Context: an optimization exercise on an open-source flow, tuned for a short achievable clock period and few clock cycles. The choices shown serve that exercise and are no tape-out recipe.
RTL that was checked went through simulation tests only; none was proved equivalent to the original.
The RTL of runs 1 to 3 was laid out without a check of its function.
The clock cells of runs 2 to 6 come from the design's own scripts or RTL, not from TritonCTS.
The flow treats the clock pin as an ideal source. Dropping or thinning the clock tree relies on that and would not hold on a real chip.
Power figures rest on the tool's default switching activity, not on a simulated workload.

File: flow/run.sh
#!/bin/bash
# synth_recipe.tcl (not shown) runs the flow's synth.tcl, then flattens the netlist and writes it again
# the make line also repeats each setting of config.mk as NAME=value (left out here)
make -C /OpenROAD-flow-scripts/flow DESIGN_CONFIG=/design/flow/config.mk WORK_HOME=/design/flow/orfs CLKGATE_MAP_FILE= SYNTH_SCRIPT=/design/flow/synth_recipe.tcl finish
File: flow/config.mk
export PLATFORM = sky130hd
export DESIGN_NAME = axi_mem
export DESIGN_NICKNAME = axi_mem
export VERILOG_FILES = /design/flow/design.v
export SDC_FILE = /design/flow/constraint.sdc
export NUM_CORES = 4
export LEC_CHECK = 0
export CAP_MARGIN = 20
export CORE_MARGIN = 2
export CORE_UTILIZATION = 40
export SETUP_SLACK_MARGIN = 4.0
export SLEW_MARGIN = 20
export TNS_END_PERCENT = 100
File: flow/constraint.sdc
create_clock -name core_clock -period 6.0 [get_ports {aclk}]
set_input_delay 1.2000 -clock core_clock [delete_from_list [all_inputs] [get_ports {aclk}]]
set_output_delay 1.2000 -clock core_clock [all_outputs]
set_load 0.01 [all_outputs]
File: flow/design.v
`timescale 1ns/10ps
`default_nettype none
module axi_mem (
  input  wire        aclk,
  input  wire        arstn,
  input  wire [3:0]  arid,
  input  wire [31:0] araddr,
  input  wire [3:0]  arlen,
  input  wire [2:0]  arsize,
  input  wire        arvalid,
  output wire        arready,
  input  wire [3:0]  awid,
  input  wire [31:0] awaddr,
  input  wire [3:0]  awlen,
  input  wire [2:0]  awsize,
  input  wire        awvalid,
  output wire        awready,
  input  wire [31:0] wdata,
  input  wire [3:0]  wstrb,
  input  wire        wlast,
  input  wire        wvalid,
  output wire        wready,
  output wire [3:0]  rid,
  output wire [31:0] rdata,
  output wire [1:0]  rresp,
  output wire        rlast,
  output wire        rvalid,
  input  wire        rready,
  output wire [3:0]  bid,
  output wire [1:0]  bresp,
  output wire        bvalid,
  input  wire        bready
);
  reg [1023:0] mem;
  reg [31:0]   wsel;      
  reg [3:0]    s1_ben;    
  reg [31:0]   s1_data;
  integer      i;
  always @(posedge aclk) begin
    for (i = 0; i < 128; i = i + 1)
      if (s1_ben[i%4] && wsel[i/4]) mem[8*i +: 8] <= s1_data[8*(i%4) +: 8];
  end
  reg        r_busy;      
  wire       r_idle = ~r_busy;    
  reg        rvalid_q;
  reg [1:0]  ra;          
  reg [31:0] rsel;        
  reg        rw31;        
  reg        rhz, rho;    
  reg [2:0]  rsz;
  reg [3:0]  rrem;        
  reg [3:0]  rid_q;
  reg [31:0] rdata_q;
  reg        rerr_q, rlast_q;
  wire       r_end  = rvalid_q & rready & rlast_q;
  wire       r_adv  = rvalid_q & rready & ~rlast_q;
  wire [24:0] a_hi  = araddr[31:7];
  wire       a_hz   = a_hi == 25'd0;
  wire       a_ho   = &a_hi;
  wire [4:0] a_w    = araddr[6:2];
  wire [1:0] a_o    = araddr[1:0];
  wire       a_w31  = a_w == 5'd31;
  wire       a_err  = (arsize > 3'd2) | ~a_hz |
                      (a_w31 & (((arsize == 3'd1) & (a_o == 2'd3)) |
                                ((arsize == 3'd2) & (a_o != 2'd0))));
  wire [31:0] a_sel = 32'd1 << a_w;
  wire [2:0] a_off  = (arsize == 3'd0) ? {1'b0, a_o} + 3'd1 :
                      (arsize == 3'd1) ? {1'b0, a_o} + 3'd2 : {1'b1, a_o};
  wire       a_wc   = a_off[2];
  wire       a_hc   = a_wc & a_w31;
  wire [2:0] r_off  = (rsz == 3'd0) ? {1'b0, ra} + 3'd1 :
                      (rsz == 3'd1) ? {1'b0, ra} + 3'd2 : {1'b1, ra};
  wire       r_wc   = r_off[2];
  wire       r_hc   = r_wc & rw31;
  wire       r_err  = (rsz > 3'd2) | ~rhz |
                      (rw31 & (((rsz == 3'd1) & (ra == 2'd3)) | ((rsz == 3'd2) & (ra != 2'd0))));
  wire [31:0] m_sel = r_idle ? a_sel : rsel;
  wire        m_err = r_idle ? a_err : r_err;
  reg  [31:0] m_word;
  integer     k;
  always @* begin
    m_word = 32'd0;
    for (k = 0; k < 32; k = k + 1)
      m_word = m_word | (mem[32*k +: 32] & {32{m_sel[k]}});
  end
  always @(posedge aclk or negedge arstn) begin
    if (!arstn) begin
      r_busy   <= 1'b0;
      rvalid_q <= 1'b0;
    end else begin
      r_busy   <= r_idle ? arvalid : ~r_end;
      rvalid_q <= (r_idle & arvalid) | (rvalid_q & ~r_end);
    end
  end
  always @(posedge aclk) begin
    if (r_idle) begin
      ra   <= a_off[1:0];
      rsel <= a_wc ? {a_sel[30:0], a_sel[31]} : a_sel;
      rw31 <= a_wc ? (a_w == 5'd30) : a_w31;
      rhz  <= a_hc ? a_ho : a_hz;
      rho  <= a_ho & ~a_hc;
      rsz  <= arsize;
      rrem <= arlen;
    end else if (r_adv) begin
      ra   <= r_off[1:0];
      rsel <= r_wc ? {rsel[30:0], rsel[31]} : rsel;
      rw31 <= r_wc ? rsel[30] : rw31;
      rhz  <= r_hc ? rho : rhz;
      rho  <= rho & ~r_hc;
      rrem <= rrem - 4'd1;
    end
  end
  always @(posedge aclk or negedge arstn) begin
    if (!arstn) begin
      rid_q   <= 4'd0;
      rdata_q <= 32'd0;
      rerr_q  <= 1'b0;
      rlast_q <= 1'b0;
    end else begin
      if (r_idle) rid_q <= arid;
      if (r_idle | r_adv) begin
        rdata_q <= m_err ? 32'd0 : m_word;
        rerr_q  <= m_err;
        rlast_q <= r_idle ? (arlen == 4'd0) : (rrem == 4'd1);
      end
    end
  end
  assign arready = r_idle;
  assign rvalid  = rvalid_q;
  assign rid     = rid_q;
  assign rdata   = rdata_q;
  assign rresp   = {rerr_q, 1'b0};
  assign rlast   = rlast_q;
  reg        w_busy;      
  wire       w_idle = ~w_busy;    
  reg        wstop_q;     
  wire       wready_q = ~wstop_q;
  reg        bvalid_q;
  reg        bresp_q;
  reg [3:0]  bid_q;
  reg        sticky;      
  reg [1:0]  na;          
  reg [31:0] nsel;        
  reg        nw31;        
  reg        nhz, nho;    
  reg [2:0]  wsz;
  reg [3:0]  wrem;        
  wire       w_hs   = wvalid & wready_q;
  wire       b_end  = bvalid_q & bready;
  wire [4:0] b_w    = awaddr[6:2];
  wire [1:0] b_o    = awaddr[1:0];
  wire       b_hz   = awaddr[31:7] == 25'd0;
  wire       b_ho   = &awaddr[31:7];
  wire       b_w31  = b_w == 5'd31;
  wire       b_err  = (awsize > 3'd2) | ~b_hz |
                      (b_w31 & (((awsize == 3'd1) & (b_o == 2'd3)) |
                                ((awsize == 3'd2) & (b_o != 2'd0))));
  wire [3:0] b_szm  = (awsize == 3'd0) ? 4'b0001 : (awsize == 3'd1) ? 4'b0011 : 4'b1111;
  wire [3:0] b_lane = b_szm << b_o;
  wire [31:0] b_sel = 32'd1 << b_w;
  wire [2:0] b_off  = (awsize == 3'd0) ? {1'b0, b_o} + 3'd1 :
                      (awsize == 3'd1) ? {1'b0, b_o} + 3'd2 : {1'b1, b_o};
  wire       b_wc   = b_off[2];
  wire       b_hc   = b_wc & b_w31;
  wire       b_last = awlen == 4'd0;
  wire       n_err  = (wsz > 3'd2) | ~nhz |
                      (nw31 & (((wsz == 3'd1) & (na == 2'd3)) | ((wsz == 3'd2) & (na != 2'd0))));
  wire [3:0] n_szm  = (wsz == 3'd0) ? 4'b0001 : (wsz == 3'd1) ? 4'b0011 : 4'b1111;
  wire [3:0] n_lane = n_szm << na;
  wire [2:0] n_off  = (wsz == 3'd0) ? {1'b0, na} + 3'd1 :
                      (wsz == 3'd1) ? {1'b0, na} + 3'd2 : {1'b1, na};
  wire       n_wc   = n_off[2];
  wire       n_hc   = n_wc & nw31;
  wire       n_last = wrem == 4'd0;
  wire       t_err  = w_idle ? b_err  : n_err;
  wire       t_last = w_idle ? b_last : n_last;
  wire [3:0] t_lane = w_idle ? b_lane : n_lane;
  wire       t_bad  = t_err | (wlast != t_last);
  wire       bad_so_far = (w_busy & sticky) | t_bad;
  wire       b_set  = w_hs & t_last;
  wire       b_next = b_set | (bvalid_q & ~bready);
  always @(posedge aclk or negedge arstn) begin
    if (!arstn) begin
      w_busy   <= 1'b0;
      bvalid_q <= 1'b0;
      wstop_q  <= 1'b0;
      bid_q    <= 4'd0;
      bresp_q  <= 1'b0;
    end else begin
      w_busy   <= w_idle ? awvalid : ~b_end;
      bvalid_q <= b_next;
      wstop_q  <= b_next;
      if (w_idle) bid_q <= awid;
      if (b_set) bresp_q <= bad_so_far;
    end
  end
  always @(posedge aclk) begin
    if (w_idle) begin
      na   <= w_hs ? b_off[1:0] : b_o;
      nsel <= (w_hs & b_wc) ? {b_sel[30:0], b_sel[31]} : b_sel;
      nw31 <= (w_hs & b_wc) ? (b_w == 5'd30) : b_w31;
      nhz  <= (w_hs & b_hc) ? b_ho : b_hz;
      nho  <= b_ho & ~(w_hs & b_hc);
      wsz  <= awsize;
      wrem <= w_hs ? awlen - 4'd1 : awlen;
    end else if (w_hs) begin
      na   <= n_off[1:0];
      nsel <= n_wc ? {nsel[30:0], nsel[31]} : nsel;
      nw31 <= n_wc ? nsel[30] : nw31;
      nhz  <= n_hc ? nho : nhz;
      nho  <= nho & ~n_hc;
      wrem <= wrem - 4'd1;
    end
    if (w_idle | w_hs) sticky <= w_hs & bad_so_far;
  end
  always @(posedge aclk) begin
    s1_data <= wdata;
    s1_ben  <= t_lane & wstrb & {4{w_hs & ~t_err}};
    wsel    <= w_idle ? b_sel : nsel;
  end
  assign awready = w_idle;
  assign wready  = wready_q;
  assign bvalid  = bvalid_q;
  assign bid     = bid_q;
  assign bresp   = {bresp_q, 1'b0};
endmodule
`default_nettype wire
==> results of run 1 <==
## worst max path at each step
| stage | start | to | cells past startpoint |
|---|---|---|---|
| 2_1_floorplan | araddr[5] | rdata_q[25]$_DFFE_PN0P_ | 8 |
| 3_3_place_gp | araddr[5] | rdata_q[28]$_DFFE_PN0P_ | 8 |
| 3_5_place_dp | araddr[5] | rdata_q[28]$_DFFE_PN0P_ | 8 |
| 4_1_cts | r_busy$_DFF_PN0_ | arready | 3 |
| 5_1_grt | r_busy$_DFF_PN0_ | rdata_q[1]$_DFFE_PN0P_ | 8 |
| 6_report | rsel[31]$_DFFE_PP_ | rdata_q[30]$_DFFE_PN0P_ | 7 |
## logic make-up after synthesis
| logic type | count (synthesis) |
|---|---|
| buffers and inverters | 312 |
| and+or+nand+nor | 861 |
| DFF | 1228 |
| adders and majority gates | 17 |
| other | 1 |
| muxes | 18 |
| AOI/OAI and AO/OA | 1247 |
| xor gates and xnor gates | 11 |
## registers in the layout (all words and copies together) (netlist names), 3 cells and up
register / flops
rid_q: 4
rrem: 4
nsel: 32
s1_data: 32
s1_ben: 4
wsz: 3
bid_q: 4
wsel: 32
mem: 1024
rsz: 3
rsel: 32
wrem: 4
rdata_q: 32
## power breakdown
part | leakage [nW] | internal (mW) | switching (mW)
registers | 11.2 | 10.0 | 0.964
logic | 9.68 | 1.50 | 3.11
clock network | 2.17 | 4.84 | 3.61
total | 23.1 | 16.4 | 7.69
## Yosys cell counts, drive strengths merged (31+ instances only)
cell type  number
edfxtp       1113
a22oi         627
nand2         205
clkbuf        172
and2          156
o21ai         127
nand4         120
buf           108
a22o           93
nand3          92
a21oi          86
a221oi         82
and3           77
dfxtp          68
nor2           66
a222oi         48
dfrtp          47
nor4           34
nor3           32
a2111oi        31
inv            31
## cells in the final DEF, fill, tap and decap left out, types with 37 or more instances in the layout
| master | count |
|---|---|
| a22oi_2 | 37 |
| nand4_1 | 120 |
| a221oi_1 | 72 |
| nand3_1 | 84 |
| and3_1 | 74 |
| clkdlybuf4s50_1 | 60 |
| a21oi_1 | 80 |
| dfxtp_1 | 58 |
| clkbuf_16 | 140 |
| a22o_1 | 92 |
| buf_6 | 89 |
| buf_12 | 92 |
| o21ai_0 | 57 |
| a22oi_1 | 590 |
| a222oi_1 | 48 |
| nand2_1 | 186 |
| edfxtp_1 | 1113 |
| and2_2 | 99 |
| o21ai_1 | 38 |
| buf_4 | 273 |
## what timing repair did
action,CTS,global route
hold endpoints to repair,0,0
gates resized for setup,773,256
gates cloned,22,4
endpoints found under the setup margin,796,546
setup buffers,246,55
pin swaps,152,136
## through the flow
step	setup WS [ps]	util	power [mW]
after floorplan	3008	-	12.24
after global placement	1192	0.4368	14.53
after detailed placement	1118	0.4370	14.55
after CTS	3206	0.5048	23.24
after global routing	3183	0.5174	24.20
final	3130	0.5180	24.06
## cell type report
class	instances	area share
Antenna cell	34	0.001272
Timing Repair inverter	2	0.0002618
Multi-Input combinational cell	2168	0.2547
Clock buffer	172	0.05485
Inverter	32	0.002338
Timing Repair Buffer	632	0.1044
Clock inverter	74	0.01154
Sequential cell	1228	0.5380
Tap cell	1742	0.03258
## critical path, stage by stage, from the launching register on
cell,delay [ps]
edfxtp_1,720
buf_4,410
a22oi_1,210
a41oi_1,230
a21oi_1,180
nand2_1,110
or4_1,540
a221o_1,300
## layer usage
layer  vias up  GRT usage  wire length [um]
met4        28     0.2728             26490
met3      1820     0.2486             54910
li1      16420          -                 -
met2      5828     0.5324            104800
met1     22080     0.4750             88100
met5         -    0.03849               611
==> results.json, run 1 <==
{
  "firstDrtPassIters": 15,
  "io_buffer_count": 177,
  "cts_tree": "done",
  "ctsHoldBuffers": 0,
  "crit_arrival_ps": 3540,
  "syn_area_um2": 51850,
  "synth_cell_types": 82,
  "tightest_slew_ps": 1193,
  "core_um2": 129200,
  "p_leak_nw": 23.05,
  "yosysTopAreaCellShare": 0.6446,
  "wirelength_um": 274900,
  "synth_cells": 3695,
  "slew_headroom": 0.2035,
  "num_vias": 46170,
  "synthToLayoutAreaGrowth_pct": 29.03,
  "yosysSeqAreaShare": 0.6935,
  "r2r_slack_ps": 3130,
  "vias_per_cell": 7.589,
  "critPathMaxFanout": 14,
  "antenna_found_initial": 22,
  "r2r-end": "rdata_q[30]$_DFFE_PN0P_",
  "die_y_um": 364.0,
  "drc": 0,
  "async_reset_ff_frac": 0.03827,
  "wl_per_cell_um": 45.18,
  "gp_congestion": 1.011,
  "ant_nets": 0,
  "synth_top_family_by_area": "compound AO/OA/AOI/OAI gates",
  "first_iter_violations": 10690,
  "synth_largest_area_cell": "edfxtp_1",
  "ir_drop_mv": 0.2601,
  "rsz0062_at_grt": "true",
  "drive_gt1_frac": 0.2804,
  "min_path_type": "primary input to asynchronous set/reset pin",
  "insertion_delay_ps": 800,
  "numCtsBuffers": 134,
  "reg2regPathDepth": 7,
  "max_clock_freq_mhz": 348.4,
  "synthAdderAreaFrac": 0.004102,
  "synthXorXnorAreaFrac": 0.001858,
  "nFillCells": 10660,
  "multi_input_area_um2": 17040,
  "grt_max_degree": 78,
  "finalHoldViolCount": 0,
  "htreeDepth": 4,
  "synth-compound-area-share": 0.1804,
  "regArea_um2": 35990,
  "synthMuxAreaShare": 0.003765,
  "slew_violations": 0,
  "run_status": "timing/DRC/antenna clean",
  "place_inst": 5477,
  "synth-edff-count": 1113,
  "ios": 180,
  "grt_first_pass_wirelength_um": 358100,
  "finalSetupTns_ps": 0,
  "final.min_clock_period_ps": 2870,
  "root_buffer": "clkbuf_16",
  "dp_hpwl_um": 152500,
  "synth-main-ff-cell": "edfxtp_1",
  "path_class": "flop to flop",
  "yosysWarnings": 1,
  "num_rows": 132,
  "initial_utilization": 0.4014,
  "ys_seq_elements": 1228,
  "grt_pass1_vias": 41760,
  "cp-start-kind": "flop",
  "timing.hold.ws_ps": 460.3,
  "cts.path.max_buffers": 3,
  "setup_violations": 0,
  "clk_pin_slew_ps": 60,
  "grt_usage": 0.4021,
  "clock_skew_ps": 35.26,
  "synth-simple-area-share": 0.09081,
  "period_share": 0.4784,
  "required_ps": 6670,
  "placed_area_um2": 56440,
  "cts_sinks": 1228,
  "fp.dieW_um": 364.0,
  "nNetsFinal": 4345,
  "r2r_start": "rsel[31]$_DFFE_PP_",
  "p_per_area_nw_per_um2": 359.6,
  "avgSynthCellArea_um2": 14.03,
  "drv_cap": 0,
  "layout.cells.non_filler": 6084,
  "grt_overflow": 0,
  "die_area_um2": 132500,
  "netlist_top_cells_area": "edfxtp_1, a22oi_1, dfxtp_1",
  "stdcell_area_um2": 66900,
  "cp-end-kind": "flop"
}
==> run 2, diff against run 1 <==
==> flow/flow/run.sh (new file) <==
#!/bin/bash
# Standard ORFS flow, except that the clock tree is built by flow/cts_hook.tcl
# (sourced before CTS; it replaces clock_tree_synthesis). Each run's full
# output goes to its own log file here.
set -euo pipefail
export FLOW_CTS_LEAVES=${FLOW_CTS_LEAVES:-64}
export FLOW_CTS_LEAF_CELL=${FLOW_CTS_LEAF_CELL:-sky130_fd_sc_hd__clkbuf_16}
export FLOW_CTS_ROOT_CELL=${FLOW_CTS_ROOT_CELL:-sky130_fd_sc_hd__clkbuf_16}
bash standard.sh finish PRE_CTS_TCL=$PWD/flow/cts_hook.tcl > standard_flow.log 2>&1
==> flow/flow/cts_hook.tcl (new file) <==
# Clock tree built by hand: the clock port drives 4 root buffers (one per
# quadrant of the sinks), each root drives the leaf buffers of its quadrant,
# and each leaf drives a compact, equal-sized group of flip-flop clock pins.
# Every sink sits behind exactly two buffers of the same type, so the tree is
# balanced; it replaces TritonCTS, which adds a third level.
proc my_bisect {pts nleaf} {
  # pts: list of {x y iterm}; split along the longer side at the median
  if {$nleaf <= 1} { return [list $pts] }
  set xs [lmap p $pts {lindex $p 0}]
  set ys [lmap p $pts {lindex $p 1}]
  set w [expr {[tcl::mathfunc::max {*}$xs] - [tcl::mathfunc::min {*}$xs]}]
  set h [expr {[tcl::mathfunc::max {*}$ys] - [tcl::mathfunc::min {*}$ys]}]
  set k [expr {$w >= $h ? 0 : 1}]
  set s [lsort -integer -index $k $pts]
  set n [llength $s]
  set m [expr {$n / 2}]
  set half [expr {$nleaf / 2}]
  return [concat [my_bisect [lrange $s 0 [expr {$m - 1}]] $half] \
                 [my_bisect [lrange $s $m end] $half]]
}

proc my_centroid {pts} {
  set sx 0; set sy 0
  foreach p $pts { set sx [expr {$sx + [lindex $p 0]}]; set sy [expr {$sy + [lindex $p 1]}] }
  set n [llength $pts]
  return [list [expr {$sx / $n}] [expr {$sy / $n}]]
}

proc clock_tree_synthesis {args} {
  set nroot 4
  set nleaf $::env(FLOW_CTS_LEAVES)
  set leafcell $::env(FLOW_CTS_LEAF_CELL)
  set rootcell $::env(FLOW_CTS_ROOT_CELL)
  set db [ord::get_db]
  set block [ord::get_db_block]
  set clk [$block findNet aclk]
  set lm [$db findMaster $leafcell]
  set rm [$db findMaster $rootcell]
  set pts {}
  foreach it [$clk getITerms] {
    set bb [[$it getInst] getBBox]
    lappend pts [list [expr {([$bb xMin] + [$bb xMax]) / 2}] [expr {([$bb yMin] + [$bb yMax]) / 2}] $it]
  }
  puts "my_cts: [llength $pts] sinks, $nroot roots, $nleaf leaves"
  set per_root [expr {$nleaf / $nroot}]
  set quads [my_bisect $pts $nroot]
  set li 0
  set ri 0
  foreach q $quads {
    set rnet [odb::dbNet_create $block "clknet_root_$ri"]
    $rnet setSigType CLOCK
    set leaves [my_bisect $q $per_root]
    set lpts {}
    foreach g $leaves {
      set c [my_centroid $g]
      set inst [odb::dbInst_create $block $lm "clkbuf_leaf_$li"]
      $inst setLocation [lindex $c 0] [lindex $c 1]
      $inst setPlacementStatus PLACED
      set lnet [odb::dbNet_create $block "clknet_leaf_$li"]
      $lnet setSigType CLOCK
      foreach p $g {
        set it [lindex $p 2]
        $it disconnect
        $it connect $lnet
      }
      [$inst findITerm X] connect $lnet
      [$inst findITerm A] connect $rnet
      lappend lpts [list [lindex $c 0] [lindex $c 1]]
      puts "my_cts: leaf $li root $ri sinks [llength $g] at $c"
      incr li
    }
    set c [my_centroid $lpts]
    set rinst [odb::dbInst_create $block $rm "clkbuf_root_$ri"]
    $rinst setLocation [lindex $c 0] [lindex $c 1]
    $rinst setPlacementStatus PLACED
    [$rinst findITerm X] connect $rnet
    [$rinst findITerm A] connect $clk
    puts "my_cts: root $ri at $c"
    incr ri
  }
  global_connect
  set_propagated_clock [all_clocks]
}
==> flow/standard.sh (new file) <==
#!/bin/bash
# synth_recipe.tcl (not shown) runs the flow's synth.tcl, then flattens the netlist and writes it again
# the make line also repeats each setting of config.mk as NAME=value (left out here)
make -C /OpenROAD-flow-scripts/flow DESIGN_CONFIG=/design/flow/config.mk WORK_HOME=/design/flow/orfs CLKGATE_MAP_FILE= SYNTH_SCRIPT=/design/flow/synth_recipe.tcl "${@:-finish}"
removed: flow/run.sh
==> run 2 against run 1 <==
Compared with the run above: utilization fell by 1.7 points; global-route usage fell by 0.85 points; sequential share of layout area rose by 1.8 points; synthesized area did not move; cell area fell by 3.3%; fmax fell by 2.7%; still clean.
==> results.json, run 2 <==
{
  "yosysSeqAreaShare": 0.6935,
  "grt_first_pass_wirelength_um": 354000,
  "period_share": 0.4918,
  "finalSetupTns_ps": 0,
  "synth_commonest_cells": "edfxtp_1, a22oi_1, nand2_1",
  "reg2regPathDepth": 6,
  "rsz0062_at_grt": "true",
  "p_per_area_nw_per_um2": 313.8,
  "synthAdderAreaFrac": 0.004102,
  "synthToLayoutAreaGrowth_pct": 24.82,
  "drv_cap": 0,
  "holdPathStages": 2,
  "slew_violations": 0,
  "slew_headroom": 0.2119,
  "run_status": "timing/DRC/antenna clean",
  "yosysMostFrequentCell": "edfxtp_1",
  "io_buffer_count": 177,
  "synth-edff-count": 1113,
  "syn_area_um2": 51850,
  "drive_gt1_frac": 0.2719,
  "synth_top_family_by_area": "compound AO/OA/AOI/OAI gates",
  "largest_reg_flops": 1024,
  "path_class": "flop to flop",
  "ctsHoldBuffers": 0,
  "core_um2": 129200,
  "avgSynthCellArea_um2": 14.03,
  "ir_drop_mv": 0.2636,
  "regMostFlops": "mem",
  "wirelength_um": 273300,
  "synth_largest_area_cell": "edfxtp_1",
  "synth_cell_types": 82,
  "setup_violations": 0,
  "die_y_um": 364.0,
  "crit_chain": "buf_4, a221oi_1, o211a_1, nand3_1, or4_4, a221o_1",
  "min_path_type": "flop to flop",
  "drc": 0,
  "timing.hold.ws_ps": 478.9,
  "final.min_clock_period_ps": 2951,
  "num_rows": 132,
  "first_iter_violations": 11020,
  "die_area_um2": 132500,
  "synthMuxAreaShare": 0.003765,
  "initial_utilization": 0.4014,
  "async_reset_ff_frac": 0.03827,
  "insertion_delay_ps": 540,
  "wl_per_cell_um": 45.95,
  "antenna_found_initial": 25,
  "finalHoldViolCount": 0,
  "synth-main-ff-cell": "edfxtp_1",
  "final_common_cell": "edfxtp_1",
  "dp_hpwl_um": 152500,
  "vias_per_cell": 7.676,
  "crit_arrival_ps": 3360,
  "grt_max_degree": 78,
  "synthXorXnorAreaFrac": 0.001858,
  "synth_cells": 3695,
  "num_vias": 45660,
  "yosysTopAreaCellShare": 0.6446,
  "grt_usage": 0.3936,
  "netlist_top_cells_area": "edfxtp_1, a22oi_1, dfxtp_1",
  "clk_pin_slew_ps": 90,
  "ant_nets": 0,
  "ios": 180,
  "gp_congestion": 1.011,
  "cp-end-kind": "flop",
  "fp.dieW_um": 364.0,
  "yosysWarnings": 1,
  "grt_pass1_vias": 41150,
  "synth-compound-area-share": 0.1804,
  "cp-start-kind": "flop",
  "p_leak_nw": 21.86,
  "synth-simple-area-share": 0.09081,
  "cp_slowest_cell": "edfxtp_1",
  "tightest_slew_ps": 1181,
  "max_clock_freq_mhz": 338.9,
  "ys_seq_elements": 1228,
  "layout_common_cells": "edfxtp_1, a22oi_1, buf_4",
  "required_ps": 6410,
  "grt_overflow": 0,
  "clock_skew_ps": 40.87,
  "firstDrtPassIters": 13,
  "nNetsFinal": 4323,
  "cpPeakStageDelay_ps": 800,
  "critPathMaxFanout": 15
}
[run 2: cell type report]
| type | count | area, um2 |
|---|---|---|
| fillers | 10800 | 64440 |
| flip-flops and latches | 1228 | 36000 |
| multi-input cells | 2169 | 17120 |
| repair buffers | 675 | 7460 |
| well taps | 1742 | 2180 |
| plain buffers | 68 | 1702 |
| inverters | 32 | 158.9 |
| diodes | 32 | 80.08 |
| repair inverters | 2 | 17.52 |
[run 2: repair_timing]
action / 4_1_cts / 5_1_grt
gates cloned: 24 / 5
endpoints found under the setup margin: 819 / 520
buffers inserted: 248 / 94
gates resized for setup: 876 / 277
pin swaps: 144 / 166
[run 2: critical path: cells and delay by family (launching register included)]
family	cells	cell delay, ps
compound gates	3	900
buf+inv	1	460
simple gates	2	660
flops	1	800
[run 2: layer usage]
metal,track usage,vias to the layer above,part of all wire
met1,0.4773,21930,0.32
met2,0.5255,5707,0.38
met4,0.2523,37,0.095
met3,0.2312,1772,0.20
li1,-,16210,-
met5,0.01489,-,0.0036
[run 2: power by group]
group,internal (mW),switching (mW)
clock network,1.99,2.71
logic,1.51,3.10
registers,10.0,0.988
[run 2: stage by stage]
stage | setup slack, ps | total power [mW] | std cells | instance area, um2 | utilization
after global placement | 1192 | 14.53 | 5476 | 56410 | 0.4368
after global routing | 3127 | 20.40 | 5923 | 64650 | 0.5006
after detailed placement | 1118 | 14.55 | 5477 | 56440 | 0.4370
after floorplan | 3008 | 12.24 | 3696 | 52740 | -
final | 3049 | 20.31 | 5948 | 64720 | 0.5011
after CTS | 3205 | 19.43 | 5817 | 62460 | 0.4836
[run 2: cells by family after synthesis]
logic type,count (synthesis)
AOI/OAI and AO/OA,1247
DFF,1228
and+or+nand+nor,861
buffers and inverters,312
muxes,18
adders and majority gates,17
xor gates and xnor gates,11
other,1
[run 2: final timing paths]
check / startpoint / to / slack [ps]
worst min register to register: nsel[1]$_DFFE_PP_ / wsel[1]$_DFF_P_ / 480
min in group asynchronous: arstn / rdata_q[1]$_DFFE_PN0P_ / 680
worst max register to register: rsel[10]$_DFFE_PP_ / rdata_q[7]$_DFFE_PN0P_ / 3050
worst min-delay path: nsel[1]$_DFFE_PP_ / wsel[1]$_DFF_P_ / 480
max in group asynchronous: arstn / w_busy$_DFF_PN0_ / 4080
worst max-delay path: rsel[10]$_DFFE_PP_ / rdata_q[7]$_DFFE_PN0P_ / 3050
==> run 3, diff against run 2 <==
--- a/flow/design.v
+++ b/flow/design.v
@@ -44,9 +44,10 @@
   wire       r_idle = ~r_busy;    
+  reg        r_start;     
   reg        rvalid_q;
   reg [1:0]  ra;          
+  reg [4:0]  rw;          
   reg [31:0] rsel;        
-  reg        rw31;        
   reg        rhz, rho;    
   reg [2:0]  rsz;
-  reg [3:0]  rrem;        
+  reg [3:0]  rcnt;        
   reg [3:0]  rid_q;
@@ -55,31 +56,16 @@
   wire       r_end  = rvalid_q & rready & rlast_q;
-  wire       r_adv  = rvalid_q & rready & ~rlast_q;
-  wire [24:0] a_hi  = araddr[31:7];
-  wire       a_hz   = a_hi == 25'd0;
-  wire       a_ho   = &a_hi;
-  wire [4:0] a_w    = araddr[6:2];
-  wire [1:0] a_o    = araddr[1:0];
-  wire       a_w31  = a_w == 5'd31;
-  wire       a_err  = (arsize > 3'd2) | ~a_hz |
-                      (a_w31 & (((arsize == 3'd1) & (a_o == 2'd3)) |
-                                ((arsize == 3'd2) & (a_o != 2'd0))));
-  wire [31:0] a_sel = 32'd1 << a_w;
-  wire [2:0] a_off  = (arsize == 3'd0) ? {1'b0, a_o} + 3'd1 :
-                      (arsize == 3'd1) ? {1'b0, a_o} + 3'd2 : {1'b1, a_o};
-  wire       a_wc   = a_off[2];
-  wire       a_hc   = a_wc & a_w31;
+  wire       r_ld   = r_start | (rvalid_q & rready & ~rlast_q);
   wire [2:0] r_off  = (rsz == 3'd0) ? {1'b0, ra} + 3'd1 :
                       (rsz == 3'd1) ? {1'b0, ra} + 3'd2 : {1'b1, ra};
-  wire       r_wc   = r_off[2];
-  wire       r_hc   = r_wc & rw31;
-  wire       r_err  = (rsz > 3'd2) | ~rhz |
-                      (rw31 & (((rsz == 3'd1) & (ra == 2'd3)) | ((rsz == 3'd2) & (ra != 2'd0))));
-  wire [31:0] m_sel = r_idle ? a_sel : rsel;
-  wire        m_err = r_idle ? a_err : r_err;
-  reg  [31:0] m_word;
-  integer     k;
+  wire       r_wc   = r_off[2];                   
+  wire       r_hc   = r_wc & (rw == 5'd31);       
+  wire       r_low  = (rw == 5'd31) &
+                      (((rsz == 3'd1) & (ra == 2'd3)) | ((rsz == 3'd2) & (ra != 2'd0)));
+  wire       r_err  = (rsz > 3'd2) | ~rhz | r_low;
+  reg [31:0] r_word;
+  integer    k;
   always @* begin
-    m_word = 32'd0;
+    r_word = 32'd0;
     for (k = 0; k < 32; k = k + 1)
-      m_word = m_word | (mem[32*k +: 32] & {32{m_sel[k]}});
+      r_word = r_word | (mem[32*k +: 32] & {32{rsel[k]}});
   end
@@ -88,6 +74,8 @@
       r_busy   <= 1'b0;
+      r_start  <= 1'b0;
       rvalid_q <= 1'b0;
     end else begin
+      r_start  <= r_idle & arvalid;
       r_busy   <= r_idle ? arvalid : ~r_end;
-      rvalid_q <= (r_idle & arvalid) | (rvalid_q & ~r_end);
+      rvalid_q <= r_start | (rvalid_q & ~r_end);
     end
@@ -96,16 +84,16 @@
     if (r_idle) begin
-      ra   <= a_off[1:0];
-      rsel <= a_wc ? {a_sel[30:0], a_sel[31]} : a_sel;
-      rw31 <= a_wc ? (a_w == 5'd30) : a_w31;
-      rhz  <= a_hc ? a_ho : a_hz;
-      rho  <= a_ho & ~a_hc;
+      ra   <= araddr[1:0];
+      rw   <= araddr[6:2];
+      rsel <= 32'd1 << araddr[6:2];
+      rhz  <= araddr[31:7] == 25'd0;
+      rho  <= &araddr[31:7];
       rsz  <= arsize;
-      rrem <= arlen;
-    end else if (r_adv) begin
+      rcnt <= arlen;
+    end else if (r_ld) begin
       ra   <= r_off[1:0];
+      rw   <= rw + {4'd0, r_wc};
       rsel <= r_wc ? {rsel[30:0], rsel[31]} : rsel;
-      rw31 <= r_wc ? rsel[30] : rw31;
       rhz  <= r_hc ? rho : rhz;
       rho  <= rho & ~r_hc;
-      rrem <= rrem - 4'd1;
+      rcnt <= rcnt - 4'd1;
     end
@@ -120,6 +108,6 @@
       if (r_idle) rid_q <= arid;
-      if (r_idle | r_adv) begin
-        rdata_q <= m_err ? 32'd0 : m_word;
-        rerr_q  <= m_err;
-        rlast_q <= r_idle ? (arlen == 4'd0) : (rrem == 4'd1);
+      if (r_ld) begin
+        rdata_q <= r_err ? 32'd0 : r_word;
+        rerr_q  <= r_err;
+        rlast_q <= (rcnt == 4'd0);
       end
==> run 3 against run 2 <==
Compared with the run above: still clean; final cell count decreased by 26%; via count fell by 39%; fmax grew 22%; first-iteration DRC count shrank 60%; global-route usage down 15 points; sequential share of layout area up 13 points; clock power down 4%; cell area shrank 19%; combinational power rose by 43%; critical path depth is 3 higher; critical endpoint is now nsel[2]$_DFFE_PP_; largest power group unchanged.
==> results.json, run 3 <==
{
  "run_status": "timing/DRC/antenna clean",
  "drc": 0,
  "syn_area_um2": 45520,
  "grt_first_pass_wirelength_um": 202500,
  "final.min_clock_period_ps": 2421,
  "grt_overflow": 0,
  "path_class": "primary input to flop",
  "dp_hpwl_um": 83140,
  "required_ps": 6230,
  "regMostFlops": "mem",
  "synth_cells": 2726,
  "critPathMaxFanout": 6,
  "p_leak_nw": 16.92,
  "drv_cap": 0,
  "power_mw": 22.19,
  "p_per_area_nw_per_um2": 423.4,
  "grt_use_met2": 0.4030,
  "r2r_start": "bvalid_q$_DFF_PN0_",
  "synthToLayoutAreaGrowth_pct": 15.15,
  "wirelength_um": 146800,
  "grt_max_degree": 64,
  "yosysSeqAreaShare": 0.7931,
  "clock_skew_ps": 17.68,
  "cp-end-kind": "flop",
  "core_um2": 112700,
  "num_rows": 123,
  "setup_violations": 0,
  "ir_drop_mv": 0.4381,
  "netlist_top_cells_area": "edfxtp_1, a22oi_1, dfxtp_1",
  "finalSetupTns_ps": 0,
  "synth_cell_types": 66,
  "die_area_um2": 116500,
  "yosysMostFrequentCell": "edfxtp_1",
  "min_path_type": "flop to flop",
  "initial_utilization": 0.4041,
  "slew_headroom": 0.2364,
  "cp-startpoint": "awsize[2]",
  "largest_reg_flops": 1024,
  "num_vias": 27910,
  "synth-main-ff-cell": "edfxtp_1",
  "ant_nets": 0,
  "slew_violations": 0,
  "crit_chain": "buf_6, nor3b_4, ha_2, nor3b_4, mux2i_4, buf_6, buf_4, mux2i_4, o31ai_1",
  "drive_gt1_frac": 0.1565,
  "timing.hold.ws_ps": 501.6,
  "ys_seq_elements": 1233,
  "io_buffer_count": 177,
  "firstDrtPassIters": 5,
  "final_common_cell": "edfxtp_1",
  "avgSynthCellArea_um2": 16.70,
  "nFillCells": 9607,
  "insertion_delay_ps": 490,
  "r2r_slack_ps": 3970,
  "cp_slowest_cell": "mux2i_4",
  "crit_path_end": "nsel[2]$_DFFE_PP_",
  "die_y_um": 341.4,
  "yosysTopAreaCellShare": 0.7368,
  "rsz0062_at_grt": "true",
  "grt_usage": 0.2429,
  "finalHoldViolCount": 0,
  "met1_usage": 0.3284,
  "tightest_slew_ps": 1144,
  "ctsHoldBuffers": 0,
  "r2r-end": "nsel[30]$_DFFE_PP_",
  "antenna_found_initial": 5,
  "reg2regPathDepth": 8,
  "nNetsFinal": 3073,
  "first_iter_violations": 4396,
  "fp.dieW_um": 341.4,
  "ios": 180,
  "wl_per_cell_um": 33.15,
  "cpPeakStageDelay_ps": 300,
  "synth-edff-count": 1117,
  "vias_per_cell": 6.302,
  "gp_congestion": 0.8488,
  "async_reset_ff_frac": 0.03893,
  "grt_pass1_vias": 27020,
  "stdcell_area_um2": 52420,
  "busiest_layer": "met2",
  "period_share": 0.4035,
  "layout_common_cells": "edfxtp_1, a22oi_1, nand4_1",
  "crit_arrival_ps": 2650,
  "synth_commonest_cells": "edfxtp_1, a22oi_1, clkbuf_1",
  "synth_largest_area_cell": "edfxtp_1",
  "grt_use_met3": 0.04678,
  "placed_area_um2": 49130,
  "cp-start-kind": "primary input",
  "max_clock_freq_mhz": 413.0,
  "yosysWarnings": 1,
  "clk_pin_slew_ps": 80
}
-- run 3: cell count changes after synthesis, moves of 75 or more --
cell | previous run | this run
a22o_1 | 93 | 16
nand3_1 | 92 | 12
and3_1 | 77 | 2
a22oi_1 | 627 | 512
nand2_1 | 205 | 118
a221oi_1 | 82 | 0
-- run 3: critical path: cells and delay by family --
family	cells	cell delay (ps)
multiplexers	2	470
buffers and inverters	3	380
AND/OR/NAND/NOR	2	260
adder cells (fa/ha/maj)	1	220
AO/OA/AOI/OAI	1	90
-- run 3: logic make-up (layout without fill, tap and decap cells) --
group | Yosys count | count (layout) | share of synthesized area
flops | 1233 | 1233 | 0.7931
compound gates | 701 | 701 | 0.1106
simple gates | 537 | 539 | 0.06618
buf+inv | 202 | 399 | 0.01723
mux | 25 | 25 | 0.006211
fa+ha+maj | 15 | 15 | 0.004123
xor+xnor | 12 | 12 | 0.002474
other cells | 1 | 4 | 0.00008237
-- run 3: area by class of cell --
type / instances / area [um2] / share of cell area
Multi-Input combinational cell: 1294 / 9624 / 0.1836
Timing Repair Buffer: 309 / 2933 / 0.05595
Antenna cell: 2 / 5.005 / 0.00009547
Buffer: 68 / 1702 / 0.03246
Timing Repair inverter: 1 / 8.758 / 0.0001671
Tap cell: 1500 / 1877 / 0.03580
Inverter: 21 / 140.1 / 0.002673
Sequential cell: 1233 / 36130 / 0.6893
-- run 3: layer usage --
layer,vias to the layer above,wire [um]
li1,11360,-
met2,1932,69680
met1,14330,54420
met3,289,17720
met5,-,12
met4,2,4952
-- run 3: power breakdown --
part | switching, mW | internal, mW
clock | 2.53 | 1.99
combinational | 4.49 | 2.08
sequential | 0.824 | 10.3
-- run 3: how the worst min path moves through the flow --
| stage | from | end | slack, ps | cells after the start |
|---|---|---|---|---|
| after floorplan | nsel[15]$_DFFE_PP_ | wsel[15]$_DFF_P_ | 440 | 2 |
| after global placement | rdata_q[30]$_DFFE_PN0P_ | rdata_q[30]$_DFFE_PN0P_ | 480 | 2 |
| after detailed placement | nsel[16]$_DFFE_PP_ | wsel[16]$_DFF_P_ | 470 | 2 |
| after CTS | rdata_q[3]$_DFFE_PN0P_ | rdata_q[3]$_DFFE_PN0P_ | 490 | 2 |
| after global routing | rid_q[3]$_DFFE_PN0N_ | rid_q[3]$_DFFE_PN0N_ | 530 | 1 |
| final | rdata_q[0]$_DFFE_PN0P_ | rdata_q[0]$_DFFE_PN0P_ | 500 | 2 |
-- run 3: what timing repair did --
action / in CTS / in global routing
buffers inserted: 50 / 31
resized for setup: 489 / 73
cloned: 9 / 0
setup endpoints to repair: 525 / 476
pin swaps: 43 / 27
-- run 3: metrics by stage --
stage	util	setup WS (ps)	std cells
floorplan	-	3436	2727
global placement	0.4359	2446	4266
detailed placement	0.4362	2488	4267
CTS	0.4601	3607	4394
global route	0.4653	3543	4426
finish	0.4653	3579	4428
==> run 4, diff against run 3 <==
--- a/flow/design.v
+++ b/flow/design.v
@@ -44,2 +44,3 @@
   wire       r_idle = ~r_busy;    
+  reg        arready_q;   
   reg        r_start;     
@@ -74,2 +75,3 @@
       r_busy   <= 1'b0;
+      arready_q <= 1'b0;
       r_start  <= 1'b0;
@@ -79,2 +81,3 @@
       r_busy   <= r_idle ? arvalid : ~r_end;
+      arready_q <= r_idle ? ~arvalid : r_end;
       rvalid_q <= r_start | (rvalid_q & ~r_end);
@@ -115,3 +118,3 @@
   end
-  assign arready = r_idle;
+  assign arready = arready_q;
   assign rvalid  = rvalid_q;
@@ -123,4 +126,6 @@
   wire       w_idle = ~w_busy;    
+  reg        awready_q;   
   reg        wstop_q;     
-  wire       wready_q = ~wstop_q;
+  wire       w_open  = ~wstop_q;
+  reg        wready_q;    
   reg        bvalid_q;
@@ -129,9 +134,11 @@
   reg        sticky;      
-  reg [1:0]  na;          
-  reg [31:0] nsel;        
-  reg        nw31;        
-  reg        nhz, nho;    
+  reg [1:0]  na,   pa;    
+  reg [31:0] nsel, psel;  
+  reg        nw31, pw31;  
+  reg        nhz,  phz;   
+  reg        nho,  pho;   
+  reg [3:0]  wrem, prem;  
   reg [2:0]  wsz;
-  reg [3:0]  wrem;        
-  wire       w_hs   = wvalid & wready_q;
+  reg        a0;
+  wire       w_hs   = wvalid & w_open;
   wire       b_end  = bvalid_q & bready;
@@ -153,11 +160,17 @@
   wire       b_last = awlen == 4'd0;
-  wire       n_err  = (wsz > 3'd2) | ~nhz |
-                      (nw31 & (((wsz == 3'd1) & (na == 2'd3)) | ((wsz == 3'd2) & (na != 2'd0))));
+  wire [1:0] e_a    = a0 ? pa   : na;
+  wire [31:0] e_sel = a0 ? psel : nsel;
+  wire       e_w31  = a0 ? pw31 : nw31;
+  wire       e_hz   = a0 ? phz  : nhz;
+  wire       e_ho   = a0 ? pho  : nho;
+  wire [3:0] e_rem  = a0 ? prem : wrem;
+  wire       n_err  = (wsz > 3'd2) | ~e_hz |
+                      (e_w31 & (((wsz == 3'd1) & (e_a == 2'd3)) | ((wsz == 3'd2) & (e_a != 2'd0))));
   wire [3:0] n_szm  = (wsz == 3'd0) ? 4'b0001 : (wsz == 3'd1) ? 4'b0011 : 4'b1111;
-  wire [3:0] n_lane = n_szm << na;
-  wire [2:0] n_off  = (wsz == 3'd0) ? {1'b0, na} + 3'd1 :
-                      (wsz == 3'd1) ? {1'b0, na} + 3'd2 : {1'b1, na};
+  wire [3:0] n_lane = n_szm << e_a;
+  wire [2:0] n_off  = (wsz == 3'd0) ? {1'b0, e_a} + 3'd1 :
+                      (wsz == 3'd1) ? {1'b0, e_a} + 3'd2 : {1'b1, e_a};
   wire       n_wc   = n_off[2];
-  wire       n_hc   = n_wc & nw31;
-  wire       n_last = wrem == 4'd0;
+  wire       n_hc   = n_wc & e_w31;
+  wire       n_last = e_rem == 4'd0;
   wire       t_err  = w_idle ? b_err  : n_err;
@@ -172,4 +185,6 @@
       w_busy   <= 1'b0;
+      awready_q <= 1'b0;
       bvalid_q <= 1'b0;
       wstop_q  <= 1'b0;
+      wready_q <= 1'b0;
       bid_q    <= 4'd0;
@@ -178,4 +193,6 @@
       w_busy   <= w_idle ? awvalid : ~b_end;
+      awready_q <= w_idle ? ~awvalid : b_end;
       bvalid_q <= b_next;
       wstop_q  <= b_next;
+      wready_q <= ~b_next;
       if (w_idle) bid_q <= awid;
@@ -185,17 +202,24 @@
   always @(posedge aclk) begin
+    a0 <= w_idle & w_hs;
     if (w_idle) begin
-      na   <= w_hs ? b_off[1:0] : b_o;
-      nsel <= (w_hs & b_wc) ? {b_sel[30:0], b_sel[31]} : b_sel;
-      nw31 <= (w_hs & b_wc) ? (b_w == 5'd30) : b_w31;
-      nhz  <= (w_hs & b_hc) ? b_ho : b_hz;
-      nho  <= b_ho & ~(w_hs & b_hc);
+      na   <= b_o;
+      nsel <= b_sel;
+      nw31 <= b_w31;
+      nhz  <= b_hz;
+      nho  <= b_ho;
+      wrem <= awlen;
+      pa   <= b_off[1:0];
+      psel <= b_wc ? {b_sel[30:0], b_sel[31]} : b_sel;
+      pw31 <= b_wc ? (b_w == 5'd30) : b_w31;
+      phz  <= b_hc ? b_ho : b_hz;
+      pho  <= b_ho & ~b_hc;
+      prem <= awlen - 4'd1;
       wsz  <= awsize;
-      wrem <= w_hs ? awlen - 4'd1 : awlen;
-    end else if (w_hs) begin
-      na   <= n_off[1:0];
-      nsel <= n_wc ? {nsel[30:0], nsel[31]} : nsel;
-      nw31 <= n_wc ? nsel[30] : nw31;
-      nhz  <= n_hc ? nho : nhz;
-      nho  <= nho & ~n_hc;
-      wrem <= wrem - 4'd1;
+    end else begin
+      na   <= w_hs ? n_off[1:0] : e_a;
+      nsel <= (w_hs & n_wc) ? {e_sel[30:0], e_sel[31]} : e_sel;
+      nw31 <= (w_hs & n_wc) ? e_sel[30] : e_w31;
+      nhz  <= (w_hs & n_hc) ? e_ho : e_hz;
+      nho  <= e_ho & ~(w_hs & n_hc);
+      wrem <= w_hs ? e_rem - 4'd1 : e_rem;
     end
@@ -206,5 +230,5 @@
     s1_ben  <= t_lane & wstrb & {4{w_hs & ~t_err}};
-    wsel    <= w_idle ? b_sel : nsel;
-  end
-  assign awready = w_idle;
+    wsel    <= w_idle ? b_sel : e_sel;
+  end
+  assign awready = awready_q;
   assign wready  = wready_q;
==> run 4 against run 3 <==
Compared with the run above: utilization increased by 0.22 points; die area grew 3.9%; cell area grew 5.0%; via count increased by 4.2%; setup slack better by 67 ps; largest power group unchanged; sequential share of layout area is 1.6 points lower; combinational power grew 4.1%; largest cell class unchanged.
==> results.json, run 4 <==
{
  "wirelength_um": 152900,
  "antenna_cells": 0,
  "grt_first_pass_wirelength_um": 211100,
  "final_common_cell": "edfxtp_1",
  "min_path_type": "flop to flop",
  "finalSetupTns_ps": 0,
  "num_vias": 29070,
  "holdPathStages": 1,
  "ant_nets": 0,
  "slew_headroom": 0.2462,
  "async_reset_ff_frac": 0.03991,
  "grt_max_degree": 83,
  "synthToLayoutAreaGrowth_pct": 16.31,
  "cpPeakStageDelay_ps": 500,
  "synth_cells": 2933,
  "grt_pass1_vias": 27570,
  "nNetsFinal": 3313,
  "grt_overflow": 0,
  "yosysTopAreaCellShare": 0.7085,
  "critPathMaxFanout": 2,
  "p_leak_nw": 18.16,
  "drv_cap": 0,
  "crit_chain": "buf_6",
  "max_clock_freq_mhz": 424.7,
  "firstDrtPassIters": 5,
  "worstSetupPathDepth": 1,
  "first_iter_violations": 4279,
  "finalHoldViolCount": 0,
  "r2r_slack_ps": 3650,
  "largest_reg_flops": 1024,
  "crit_arrival_ps": 1150,
  "fin_ws_ps": 3645,
  "synth_largest_area_cell": "edfxtp_1",
  "yosysWarnings": 1,
  "yosysSeqAreaShare": 0.7819,
  "slew_violations": 0,
  "fp.dieW_um": 348.0,
  "num_rows": 126,
  "ctsHoldBuffers": 0,
  "path_class": "flop to primary output",
  "rsz0062_at_grt": "true",
  "nFillCells": 9941,
  "synthXorXnorAreaFrac": 0.002220,
  "setup_violations": 0,
  "ys_seq_elements": 1278,
  "path_buf_inv": 1,
  "regArea_um2": 37060,
  "critPathTopFamily": "flip-flops",
  "synth_commonest_cells": "edfxtp_1, a22oi_1, nand2_1",
  "regMostFlops": "mem",
  "cp-start-kind": "flop",
  "insertion_delay_ps": 500,
  "synth-main-ff-cell": "edfxtp_1",
  "period_share": 0.3924,
  "placed_area_um2": 51050,
  "multi_input_area_um2": 10650,
  "vias_per_cell": 6.186,
  "drc": 0,
  "ir_drop_mv": 0.3419,
  "synth-edff-count": 1117,
  "cp-end-kind": "primary output",
  "ios": 180,
  "final.min_clock_period_ps": 2355,
  "clock_skew_ps": 16.70,
  "gp_congestion": 0.8224,
  "p_per_area_nw_per_um2": 408.0,
  "synthAdderAreaFrac": 0.004493,
  "die_area_um2": 121100,
  "layout_common_cells": "edfxtp_1, a22oi_1, nand2_1",
  "initial_utilization": 0.4020,
  "syn_area_um2": 47340,
  "run_status": "timing/DRC/antenna clean",
  "die_y_um": 348.0,
  "netlist_top_cells_area": "edfxtp_1, a22oi_1, dfxtp_1",
  "clk_pin_slew_ps": 100,
  "core_um2": 117800,
  "place_ws_ps": 2402,
  "synth-simple-area-share": 0.07445,
  "synthMuxAreaShare": 0.01298,
  "io_buffer_count": 177,
  "stdcell_area_um2": 55060,
  "dp_hpwl_um": 88390,
  "antenna_found_initial": 6,
  "synth_cell_types": 63,
  "yosysMostFrequentCell": "edfxtp_1",
  "synth_top_family_by_area": "compound AO/OA/AOI/OAI gates",
  "reg2regPathDepth": 10,
  "avgSynthCellArea_um2": 16.14,
  "tightest_slew_ps": 1129,
  "wl_per_cell_um": 32.54,
  "required_ps": 4800,
  "synth-compound-area-share": 0.1057,
  "grt_usage": 0.2434,
  "drive_gt1_frac": 0.1884,
  "cp_slowest_cell": "dfrtp_2"
}
==> run 4: cell types whose count changed in the layout (fill, tap and decap cells not counted), moves of 8 or more <==
cell / previous run / this run
nor4_2: 24 / 13
o21ai_1: 46 / 21
nor2_2: 2 / 21
buf_6: 53 / 61
o22ai_2: 0 / 8
nor2_1: 25 / 56
o21ai_0: 48 / 17
buf_12: 9 / 20
buf_4: 96 / 111
mux2_2: 13 / 47
a31oi_1: 3 / 28
dfxtp_1: 54 / 94
nand2_1: 112 / 185
==> run 4: final timing paths <==
check | from | to
worst max register to register | a0$_DFF_P_ | sticky$_DFFE_PP_
worst min-delay path | rid_q[3]$_DFFE_PN0N_ | rid_q[3]$_DFFE_PN0N_
min in group asynchronous | arstn | rdata_q[10]$_DFFE_PN0P_
worst max-delay path | rdata_q[22]$_DFFE_PN0P_ | rdata[22]
max in group asynchronous | arstn | w_busy$_DFF_PN0_
worst min register to register | rid_q[3]$_DFFE_PN0N_ | rid_q[3]$_DFFE_PN0N_
==> run 4: timing repair <==
action,CTS,global route
setup endpoints to repair,760,377
setup buffers,75,30
cloned,13,2
gates resized for setup,560,133
pin swaps,65,54
==> run 4: metal layers <==
layer | vias up | GRT usage | share of wire | wire (um)
li1 | 12060 | - | - | -
met1 | 15050 | 0.3457 | 0.39 | 60380
met2 | 1752 | 0.3949 | 0.47 | 71390
met3 | 216 | 0.04040 | 0.11 | 16970
met4 | 4 | 0.05363 | 0.027 | 4149
met5 | - | 0 | 0.00016 | 25
==> run 4: metrics by stage <==
stage | total power, mW | hold WS [ps] | std cells | utilization
final | 22.47 | 505.6 | 4700 | 0.4676
after global routing | 23.08 | 520.4 | 4700 | 0.4676
after CTS | 22.02 | 499.2 | 4667 | 0.4603
after detailed placement | 16.96 | 475.0 | 4511 | 0.4335
after global placement | 16.93 | 469.3 | 4511 | 0.4335
after floorplan | 13.94 | 465.0 | 2934 | -
==> run 4: cell families (layout without fill, tap and decap cells) <==
group,Yosys count,in the layout
AOI/OAI and AO/OA,684,684
xor gates and xnor gates,12,12
adders and majority gates,17,17
buffers and inverters,219,447
DFF,1278,1278
muxes,54,54
other,1,2
and+or+nand+nor,668,670
==> run 4: final cells by class <==
cell class              instances  share of cell area
well taps                    1536             0.03490
repair buffers                353             0.06544
flip-flops and latches       1278              0.6731
inverters                      26            0.002250
multi-input cells            1439              0.1934
plain buffers                  68             0.03090
==> run 4: power breakdown <==
part           internal [mW]  total (mW)  switching [mW]
logic                   2.35        6.84            4.49
registers               10.3        11.0           0.651
clock network           2.00        4.65            2.65
total                   14.7        22.5            7.80
Testbench counts of run 4, summed over its fixed seeds: cycles 84,364.
==> run 5, diff against run 4 <==
--- a/flow/config.mk
+++ b/flow/config.mk
@@ -9,3 +9,3 @@
 export CORE_MARGIN = 2
-export CORE_UTILIZATION = 40
+export CORE_UTILIZATION = 55
 export SETUP_SLACK_MARGIN = 4.0
==> run 5 against run 4 <==
Compared with the run above: synthesized cell count is the same; hold slack lost 26 ps; critical path depth is the same; global-route usage grew 9.4 points; sequential share of layout area grew 0.29 points; fmax grew 0.65%; total power grew 0.35%; synthesized area is the same; first-iteration DRC count grew 2.7%; highest routed layer unchanged.
==> results.json, run 5 <==
{
  "vias_per_cell": 6.880,
  "insertion_delay_ps": 500,
  "synth-main-ff-cell": "edfxtp_1",
  "synth_commonest_cells": "edfxtp_1, a22oi_1, nand2_1",
  "ys_seq_elements": 1278,
  "synth_top_family_by_area": "compound AO/OA/AOI/OAI gates",
  "grt_first_pass_wirelength_um": 211400,
  "critPathTopFamily": "flip-flops",
  "r2r-end": "sticky$_DFFE_PP_",
  "tightest_slew_ps": 1146,
  "dp_hpwl_um": 88310,
  "largest_reg_flops": 1024,
  "grt_overflow": 0,
  "clk_pin_slew_ps": 80,
  "synth-simple-area-share": 0.07445,
  "initial_utilization": 0.5552,
  "period_share": 0.3899,
  "p_leak_nw": 18.17,
  "synth_largest_area_cell": "edfxtp_1",
  "path_buf_inv": 1,
  "synth_cells": 2933,
  "async_reset_ff_frac": 0.03991,
  "avgSynthCellArea_um2": 16.14,
  "crit_chain": "buf_6",
  "final.min_clock_period_ps": 2339,
  "reg2regPathDepth": 9,
  "grt_pass1_vias": 28310,
  "synthMuxAreaShare": 0.01298,
  "regMostFlops": "mem",
  "crit_arrival_ps": 1140,
  "slew_violations": 0,
  "power_mw": 22.54,
  "gp_congestion": 0.8943,
  "netlist_top_cells_area": "edfxtp_1, a22oi_1, dfxtp_1",
  "num_vias": 29720,
  "p_per_area_nw_per_um2": 411.3,
  "ios": 180,
  "slew_headroom": 0.2348,
  "layout_common_cells": "edfxtp_1, a22oi_1, nand2_1",
  "r2r_slack_ps": 3700,
  "first_iter_violations": 4393,
  "die_y_um": 297.4,
  "io_buffer_count": 177,
  "max_clock_freq_mhz": 427.5,
  "die_area_um2": 88440,
  "cp-start-kind": "flop",
  "ant_nets": 0,
  "ir_drop_mv": 0.3258,
  "synthAdderAreaFrac": 0.004493,
  "num_rows": 107,
  "ctsHoldBuffers": 0,
  "grt_usage": 0.3372,
  "drv_cap": 0,
  "setup_violations": 0,
  "final_common_cell": "edfxtp_1",
  "synthXorXnorAreaFrac": 0.002220,
  "nNetsFinal": 3320,
  "synth-edff-count": 1117,
  "drive_gt1_frac": 0.1965,
  "antenna_found_initial": 7,
  "synth-compound-area-share": 0.1057,
  "clock_skew_ps": 27.08,
  "cp-end-kind": "primary output",
  "nFillCells": 6066,
  "firstDrtPassIters": 5,
  "finalHoldViolCount": 0,
  "run_status": "timing/DRC/antenna clean",
  "holdPathStages": 2,
  "cp-startpoint": "rdata_q[23]$_DFFE_PN0P_",
  "cpPeakStageDelay_ps": 490,
  "core_um2": 85280,
  "cp_slowest_cell": "dfrtp_2",
  "yosysTopAreaCellShare": 0.7085,
  "yosysMostFrequentCell": "edfxtp_1",
  "syn_area_um2": 47340,
  "synth_cell_types": 63,
  "path_class": "flop to primary output",
  "rsz0062_at_grt": "true",
  "synthToLayoutAreaGrowth_pct": 15.78,
  "grt_max_degree": 87,
  "required_ps": 4800,
  "yosysSeqAreaShare": 0.7819,
  "r2r_start": "a0$_DFF_P_",
  "drc": 0,
  "min_path_type": "flop to flop",
  "worstSetupPathDepth": 1,
  "crit_path_end": "rdata[23]",
  "wirelength_um": 153500,
  "critPathMaxFanout": 2,
  "finalSetupTns_ps": 0,
  "wl_per_cell_um": 35.52,
  "fp.dieW_um": 297.4,
  "yosysWarnings": 1
}
[run 5: area by class of cell]
class / count / area (um2) / area share
Timing Repair Buffer: 359 / 3641 / 0.06642
Tap cell: 1144 / 1431 / 0.02611
Inverter: 26 / 123.9 / 0.002260
Antenna cell: 5 / 12.51 / 0.0002283
Sequential cell: 1278 / 37060 / 0.6760
Buffer: 68 / 1702 / 0.03104
Multi-Input combinational cell: 1440 / 10850 / 0.1979
[run 5: layer usage]
metal,track usage,part of all wire
met1,0.4764,0.38
met2,0.5483,0.48
met3,0.06171,0.11
met4,0.08117,0.031
met5,0.008658,0.00070
[run 5: what timing repair did]
item | 4_1_cts | 5_1_grt
gates cloned | 16 | 2
pin swaps | 58 | 60
setup buffers | 95 | 18
endpoints found under the setup margin | 580 | 588
resized for setup | 540 | 165
[run 5: through the flow]
stage / hold WS, ps / setup slack (ps) / std cells / instance area (um2) / utilization
final: 479.4 / 3661 / 4320 / 54820 / 0.6428
after global routing: 518.2 / 3615 / 4315 / 54800 / 0.6426
after CTS: 494.3 / 3671 / 4295 / 53840 / 0.6313
after detailed placement: 479.0 / 2365 / 4116 / 50530 / 0.5925
after global placement: 467.7 / 2437 / 4115 / 50520 / 0.5924
after floorplan: 465.0 / 3445 / 2934 / 47740 / -
[run 5: worst min-delay path by stage]
stage,to,startpoint
after floorplan,rerr_q$_DFFE_PN0P_,rerr_q$_DFFE_PN0P_
after global placement,rdata_q[1]$_DFFE_PN0P_,rdata_q[1]$_DFFE_PN0P_
after detailed placement,rdata_q[7]$_DFFE_PN0P_,rdata_q[7]$_DFFE_PN0P_
after CTS,rdata_q[15]$_DFFE_PN0P_,rdata_q[15]$_DFFE_PN0P_
after global routing,rdata_q[15]$_DFFE_PN0P_,rdata_q[15]$_DFFE_PN0P_
final,rdata_q[15]$_DFFE_PN0P_,rdata_q[15]$_DFFE_PN0P_
[run 5: tightest hold or removal path, cell delays in order, from the launching register on]
cell	delay (ps)
dfrtp_1	340
nand2_1	60
o21ai_2	50
[run 5: cells by family (layout without fill, tap and decap cells)]
| family | Yosys count | in the layout |
|---|---|---|
| mux | 54 | 54 |
| buf+inv | 219 | 453 |
| xor+xnor | 12 | 12 |
| fa+ha+maj | 17 | 17 |
| flops | 1278 | 1278 |
| other cells | 1 | 7 |
| compound gates | 684 | 684 |
| simple gates | 668 | 671 |
[run 5: report_power, final]
group | internal, mW | switching [mW] | leakage (nW)
sequential | 10.3 | 0.626 | 11.7
clock | 2.00 | 2.60 | 0.838
combinational | 2.38 | 4.62 | 5.68
total | 14.7 | 7.85 | 18.2
==> run 6, diff against run 5 <==
--- a/flow/flow/run.sh
+++ b/flow/flow/run.sh
@@ -8,2 +8,2 @@
 export FLOW_CTS_ROOT_CELL=${FLOW_CTS_ROOT_CELL:-sky130_fd_sc_hd__clkbuf_16}
-bash standard.sh finish PRE_CTS_TCL=$PWD/flow/cts_hook.tcl > standard_flow.log 2>&1
+bash standard.sh finish PRE_CTS_TCL=$PWD/flow/cts_hook.tcl BUFFER_PORTS_ARGS="-buffer_cell sky130_fd_sc_hd__buf_8" > standard_flow.log 2>&1
==> run 6 against run 5 <==
Compared with the run above: hold slack improved by 65 ps; via count fell by 1.9%; routed wire length fell by 1.6%; sequential cell count did not move; critical endpoint is now s1_ben[2]$_DFF_P_; sequential share of layout area fell by 0.42 points; global-route usage fell by 0.25 points; largest power group unchanged; cell area rose by 0.64%; register-to-register slack got worse by 20 ps; still clean; critical path type is now primary input to flop; clock skew fell by 4.5 ps.
==> results.json, run 6 <==
{
  "run_status": "timing/DRC/antenna clean",
  "synth_cells": 2933,
  "num_vias": 29150,
  "antenna_found_initial": 3,
  "drive_gt1_frac": 0.2106,
  "place_inst": 4112,
  "ant_nets": 0,
  "core_um2": 85280,
  "critPathTopFamily": "simple AND/OR/NAND/NOR gates",
  "highest_layer": "met4",
  "drv_cap": 0,
  "async_reset_ff_frac": 0.03991,
  "drt-met1-wl_um": 59010,
  "netlist_top_cells_area": "edfxtp_1, a22oi_1, dfxtp_1",
  "fp.dieW_um": 297.4,
  "final.min_clock_period_ps": 2340,
  "vias_per_cell": 6.781,
  "yosysWarnings": 1,
  "num_rows": 107,
  "die_y_um": 297.4,
  "synthToLayoutAreaGrowth_pct": 16.52,
  "wirelength_um": 151100,
  "drc": 0,
  "path_class": "primary input to flop",
  "firstDrtPassIters": 6,
  "comb_power_share": 0.309,
  "layout_common_cells": "edfxtp_1, a22oi_1, nand2_1",
  "synth_cell_types": 63,
  "cp_slowest_cell": "or4b_4",
  "first_iter_violations": 4042,
  "power.share.clock": 0.204,
  "syn_area_um2": 47340,
  "tightest_slew_ps": 1140,
  "insertion_delay_ps": 490,
  "p_leak_nw": 18.40,
  "crit_chain": "buf_8, nor4_4, nand4_1, or4b_4, nor2b_4, o2111a_1",
  "grt_overflow": 0,
  "finalHoldViolCount": 0,
  "finalSetupTns_ps": 0,
  "io_buffer_count": 177,
  "initial_utilization": 0.5552,
  "cp-end-kind": "flop",
  "synth_commonest_cells": "edfxtp_1, a22oi_1, nand2_1",
  "setup_violations": 0,
  "nFillCells": 6048,
  "regMostFlops": "mem",
  "clk_pin_slew_ps": 80,
  "place_ws_ps": 2658,
  "multi_input_area_um2": 10520,
  "grt_max_degree": 85,
  "p_per_area_nw_per_um2": 409.0,
  "ys_seq_elements": 1278,
  "wl_per_cell_um": 35.15,
  "final_common_cell": "edfxtp_1",
  "wl_met2_um": 70820,
  "slew_headroom": 0.2387,
  "crit_arrival_ps": 2760,
  "slew_violations": 0,
  "cp-start-kind": "primary input",
  "dr_wl_met3_um": 16500,
  "min_path_type": "flop to flop",
  "path_buf_inv": 1,
  "rsz0062_at_grt": "true",
  "grt_usage": 0.3347,
  "critPathMaxFanout": 4,
  "max_clock_freq_mhz": 427.4,
  "fin_ws_ps": 3660,
  "synth-main-ff-cell": "edfxtp_1",
  "largest_reg_flops": 1024,
  "yosysSeqAreaShare": 0.7819,
  "switching_share": 0.3443,
  "layout.cells.non_filler": 4298,
  "grt_first_pass_wirelength_um": 210500,
  "synth-edff-count": 1117,
  "die_area_um2": 88440,
  "p_switching_mw": 7.767,
  "gp_congestion": 0.8877,
  "regArea_um2": 37060,
  "ios": 180,
  "ir_drop_mv": 0.3813,
  "period_share": 0.3900,
  "clock_skew_ps": 22.57,
  "required_ps": 6420,
  "yosysTopAreaCellShare": 0.7085,
  "nNetsFinal": 3293,
  "cpPeakStageDelay_ps": 570,
  "p_seq_frac": 0.487,
  "dp_hpwl_um": 89030,
  "avgSynthCellArea_um2": 16.14,
  "grt_pass1_vias": 28240,
  "synth_largest_area_cell": "edfxtp_1",
  "p_int_mw": 14.80,
  "yosysMostFrequentCell": "edfxtp_1"
}
-- run 6: timing repair --
action                                 CTS  global route
hold buffers                             0             0
endpoints found under the hold margin    0             0
pin swaps                               48            54
gates cloned                            12             0
buffers inserted                        67            29
setup endpoints to repair              491           512
resized for setup                      158            89
-- run 6: cell families (layout without fill, tap and decap cells) --
kind of cell,after synthesis,after routing,share of synthesized area
XOR/XNOR,12,12,0.002220
other,1,12,0.00007921
flip-flops,1278,1278,0.7819
buffers and inverters,219,427,0.01810
AO/OA/AOI/OAI,684,684,0.1057
multiplexers,54,54,0.01298
AND/OR/NAND/NOR,668,670,0.07445
adder cells (fa/ha/maj),17,17,0.004493
-- run 6: per-layer routing --
layer,vias up,GRT usage
met5,-,0
met1,15000,0.4799
met3,279,0.06025
li1,12060,-
met2,1812,0.5370
met4,0,0.08357
-- run 6: tightest hold or removal path, cell delays in order, from the launching register on --
cell     delay [ps]
dfrtp_1         380
nand2_1          60
o21ai_1          60
-- run 6: power groups by stage --
stage | Clock [mW] | Sequential (mW) | Combinational [mW]
final | 4.60 | 11.0 | 6.97
after global routing | 4.87 | 11.0 | 7.20
after CTS | 4.60 | 11.0 | 6.61
after detailed placement | 0 | 11.5 | 5.67
after global placement | 0 | 11.4 | 5.61
after floorplan | 0 | 10.8 | 3.13
-- run 6: layout make-up --
type,count,share of cell area
Inverter,26,0.002245
Buffer,68,0.03085
Tap cell,1144,0.02595
Timing Repair Buffer,333,0.07800
Antenna cell,10,0.0004536
Sequential cell,1278,0.6719
Multi-Input combinational cell,1439,0.1907
-- run 6: through the flow --
step / cell area, um2 / hold slack, ps / utilization / total power, mW
after floorplan: 47740 / 465.0 / - / 13.94
after global placement: 51380 / 523.5 / 0.6025 / 17.06
after detailed placement: 51380 / 527.2 / 0.6025 / 17.14
after CTS: 54570 / 548.2 / 0.6399 / 22.17
after global routing: 55150 / 563.2 / 0.6467 / 23.09
final: 55170 / 544.9 / 0.6469 / 22.56
-- run 6: worst paths after layout --
path / cells after the start / endpoint / start / slack [ps]
worst max-delay path: 6 / s1_ben[2]$_DFF_P_ / awaddr[10] / 3660
worst min-delay path: 2 / rdata_q[15]$_DFFE_PN0P_ / rdata_q[15]$_DFFE_PN0P_ / 540
worst max register to register: 9 / sticky$_DFFE_PP_ / a0$_DFF_P_ / 3680
worst min register to register: 2 / rdata_q[15]$_DFFE_PN0P_ / rdata_q[15]$_DFFE_PN0P_ / 540
max in group asynchronous: 1 / w_busy$_DFF_PN0_ / arstn / 4880
min in group asynchronous: 1 / rdata_q[8]$_DFFE_PN0P_ / arstn / 640

==> static timing again, ports no longer ideal <==
How much do the figures lean on ideal ports? The routed layouts below were timed once more, with nothing changed but the port constraints.
Step 1 assumes that a clkbuf_16 drives the clock port and a buf_2 every other input.
Step 2, shift: input delay + t, output delay - t, t = (earliest + latest rising clock arrival at the registers) / 2. This alone moves slack from input paths to output paths.
Three values: ideal, step 1, step 2; two values: the first two.
| run | t, ns | setup WS [ns] | worst data-port slew with drivers (ns) |
|---|---|---|---|
| run 1 | 0.853 | 3.130 / 3.130 / 2.307 | 0.22 |
| run 2 | 0.689 | 3.049 / 3.049 / 2.374 | 0.30 |
| run 3 | 0.628 | 3.579 / 3.519 / 3.065 | 0.06 |
| run 4 | 0.643 | 3.645 / 3.491 / 3.195 | 0.06 |
| run 5 | 0.647 | 3.661 / 3.504 / 3.196 | 0.08 |
| run 6 | 0.635 | 3.660 / 3.521 / 3.125 | 0.09 |
After both steps setup and hold are still met in every run listed. The setup slack of run 1, which loses most, moves by 0.000 ns with the drivers and by -0.823 ns with both steps.
